Context: an optimization exercise on an open-source flow, tuned for small area, a short achievable clock period and few clock cycles per item. The choices shown serve that exercise and are no tape-out recipe. At most, simulation tests tie the RTL to the original design; equivalence was not proved. Power figures rest on the tool's default switching activity, not on a simulated workload.

## tolerant_run_length_encoder_core
module tolerant_run_length_encoder_core #(
    parameter int RUN_DEPTH = 16
) (
    input  logic                          i_clk,
    input  logic                          i_rst_n,
    input  logic                          i_s_tvalid,
    output logic                          o_s_tready,
    input  logic [47:0]                   i_s_tdata,
    output logic                          o_m_tvalid,
    input  logic                          i_m_tready,
    output logic [31:0]                   o_m_tdata,
    output logic                          o_m_tlast,
    input  logic                          i_cfg_we,
    input  logic [trle_pkg::CFG_AW-1:0]   i_cfg_addr,
    input  logic [trle_pkg::CFG_DW-1:0]   i_cfg_wdata
);
Size in the first run: ~4400 cells after synthesis, about 930 flip-flops, ~120 I/O pins, about 49000 um2 of cells after synthesis.
export LEC_CHECK = 0
export CAP_MARGIN = 20
export CORE_MARGIN = 2
export CORE_UTILIZATION = 40
export SETUP_SLACK_MARGIN = 3.5
export SLEW_MARGIN = 20
export TNS_END_PERCENT = 5
create_clock -name core_clock -period 7.0 [get_ports {i_clk}]
run.sh (not shown) runs the stock make flow with config.mk's settings and CLKGATE_MAP_FILE= SYNTH_SCRIPT=/design/flow/synth_recipe.tcl, a recipe that flattens the netlist after the stock synthesis.
Testbench counts at the start, summed over its fixed seeds: cycles 14,731, words 12,800.
Change:
--- a/flow/config.mk
+++ b/flow/config.mk
@@ -10,0 +11,2 @@
+export CTS_BUF_LIST = sky130_fd_sc_hd__clkbuf_8
+export CTS_CLUSTER_SIZE = 24
@@ -13 +14,0 @@
-export TNS_END_PERCENT = 5
The changed run finished clean. Utilization is higher by 1.2 points. Routed wire length is higher by a few percent. Non-clock buffer count is higher by 93. Total power is lower slightly.
Change:
--- a/flow/config.mk
+++ b/flow/config.mk
@@ -11,2 +10,0 @@
-export CTS_BUF_LIST = sky130_fd_sc_hd__clkbuf_8
-export CTS_CLUSTER_SIZE = 24
Result:
- The changed run ran to the end with no violations
- hold slack hardly moves
- sequential share of layout area increases by 0.25 points
- combinational power falls slightly
- critical path depth is unchanged
- area after synthesis is unchanged
- setup slack is worse by 50 ps
- cell count is lower by a few percent
- power increases slightly
- fmax falls slightly
- clock power rises by a few percent
Change:
--- a/flow/config.mk
+++ b/flow/config.mk
@@ -11 +11 @@
-export SETUP_SLACK_MARGIN = 3.5
+export SETUP_SLACK_MARGIN = 3.0
Result: The changed run finished clean; combinational power shrinks by roughly a tenth; routed wire length shrinks by a few percent; sequential share of layout area grows by 1.7 points; area after synthesis stays the same; global-route usage shrinks by 0.80 points; clock skew shrinks by 12 ps; core utilization shrinks by 1.9 points; via count shrinks by a few percent.


== the previous run ==
tolerant_run_length_encoder_core, a different RTL version from the one above (not shown whole).
Size: roughly 4100 cells after synthesis, roughly 930 flip-flops, about 120 I/O pins, about 49000 um2 of cells after synthesis.
clock: 7.0 ns
lec_check: 0
cap_margin: 20
core_margin: 2
core_utilization: 40
setup_slack_margin: 3.75
slew_margin: 20
tns_end_percent: 5
The previous run ran to completion and came out clean on the timing, design-rule and antenna checks.
> inputs changed (the previous run -> the current run)
- a deleted TNS_END_PERCENT that had been 5
- a change of SETUP_SLACK_MARGIN from 3.75 to 3.5
[summary]
The final reports for the current run and the previous run show routed length on met3 higher in the former. Going from the previous run to the current run, largest fanout on the critical path now smaller, worst-case setup margin in the final layout went up 0.11 ns.
Function was not checked in any run of this note: the RTL went through the layout flow alone.


Another version of the RTL of tolerant_run_length_encoder_core (not shown whole).
For scale: about 4400 cells after synthesis, roughly 920 flip-flops.
make LEC_CHECK=0 CAP_MARGIN=20 CORE_MARGIN=2 CORE_UTILIZATION=40 SETUP_SLACK_MARGIN=4.5 SLEW_MARGIN=20 finish   # period 7.0 ns
Testbench counts at the start, summed over its fixed seeds: cycles 14,731, words 12,800.
Edit:
CORE_UTILIZATION = 65   (was 40)
SETUP_SLACK_MARGIN = 3.5   (was 4.5)
Global-route usage went up by 13 points; cell count went down by roughly a tenth; power is lower by a few percent; design area decreases by a little under a tenth.


RTL: one of the versions met above, not the one the previous note started from.
For scale: ~120 I/O pins.
clock: 7.0 ns
lec_check: 0
cap_margin: 20
core_margin: 2
core_utilization: 40
cts_cluster_diameter: 60
cts_cluster_size: 40
setup_slack_margin: 3.5
slew_margin: 20
The starting point produced a clean layout.
Testbench counts at the start, summed over its fixed seeds: cycles 14,731, words 12,800.
Then changed:
--- a/flow/config.mk
+++ b/flow/config.mk
@@ -11,3 +11 @@
-export CTS_CLUSTER_DIAMETER = 60
-export CTS_CLUSTER_SIZE = 40
-export SETUP_SLACK_MARGIN = 3.5
+export SETUP_SLACK_MARGIN = 3.75
After rerunning: Setup slack loses 60 ps; via count goes up by 3.7%; worst hold slack gains 6.7 ps; design area goes up by about 5%; power came out higher by 7.0%; routed wire length is higher by 6.7%; non-clock buffer count increases by 109; first-iteration DRC count came out higher by about 18%; register-to-register slack got worse by 60 ps; utilization went up by 2.5 points.
Then changed:
--- a/flow/config.mk
+++ b/flow/config.mk
@@ -11 +11,2 @@
-export SETUP_SLACK_MARGIN = 3.75
+export PLACE_DENSITY = 0.75
+export SETUP_SLACK_MARGIN = 3.5
Outcome:
- total power goes down by 6.6%
- register-to-register slack is better by 20 ps
- design area goes down by 5.3%
- clock-buffer cell count went up by 6
- wire length goes down by 5.4%
- via count goes down by 0.93%
- cell count came out lower by 2.5%
- synthesized cell count is unchanged
- sequential share of layout area is higher by 2.2 points
- die area does not change

-- what the ideal ports hide --
How much do the figures lean on ideal ports? The routed layouts below were timed once more, with nothing changed but the port constraints. Step 1 (the two cells are an assumption about what drives the block):
set clk [get_ports {i_clk}]
set_driving_cell -lib_cell sky130_fd_sc_hd__clkbuf_16 $clk
set_driving_cell -lib_cell sky130_fd_sc_hd__buf_2 [delete_from_list [all_inputs] $clk]
Step 2 moves the port delays by t, midway between the first and last clock arrival at a register: inputs arrive t later, outputs are due t later. That takes back most of the time a late clock gives input paths. Slacks: no drivers / after step 1 / after step 2; pairs: no drivers / after step 1.
| run | t, ns | slack for setup (ns) | worst hold slack (ns) | worst data-port slew with drivers (ns) |
|---|---|---|---|---|
| the first run of note 1 | 0.770 | 3.320 / 3.320 / 2.844 | 0.448 / 0.448 / 0.448 | 0.05 |
| the second run of note 1 | 0.925 | 3.404 / 3.334 / 2.651 | 0.451 / 0.451 / 0.451 | 0.06 |
| the third run of note 1 | 0.766 | 3.353 / 3.403 / 2.639 | 0.450 / 0.450 / 0.450 | 0.06 |
| the fourth run of note 1 | 0.749 | 3.073 / 3.073 / 2.858 | 0.447 / 0.447 / 0.447 | 0.08 |
| the previous run | 0.767 | 3.172 / 3.172 / 3.161 | 0.440 / 0.440 / 0.440 | 0.09 |
| the current run | 0.756 | 3.278 / 3.278 / 3.261 | 0.450 / 0.450 / 0.450 | 0.08 |
| the first run of note 3 | 0.764 | 3.272 / 3.272 / 3.272 | 0.457 / 0.457 / 0.457 | 0.11 |
| the second run of note 3 | 0.738 | 3.273 / 3.273 / 2.981 | 0.453 / 0.453 / 0.453 | 0.14 |
| the first run of note 4 | 0.747 | 3.396 / 3.396 / 2.747 | 0.450 / 0.450 / 0.450 | 0.06 |
| the second run of note 4 | 0.780 | 3.336 / 3.336 / 2.843 | 0.457 / 0.457 / 0.457 | 0.05 |
| the third run of note 4 | 0.770 | 3.359 / 3.359 / 2.877 | 0.454 / 0.454 / 0.454 | 0.08 |
After both steps every run listed still meets setup and hold. For the second run of note 1, which loses most, drivers alone change the setup slack by -0.070 ns; drivers and shift together by -0.753 ns.
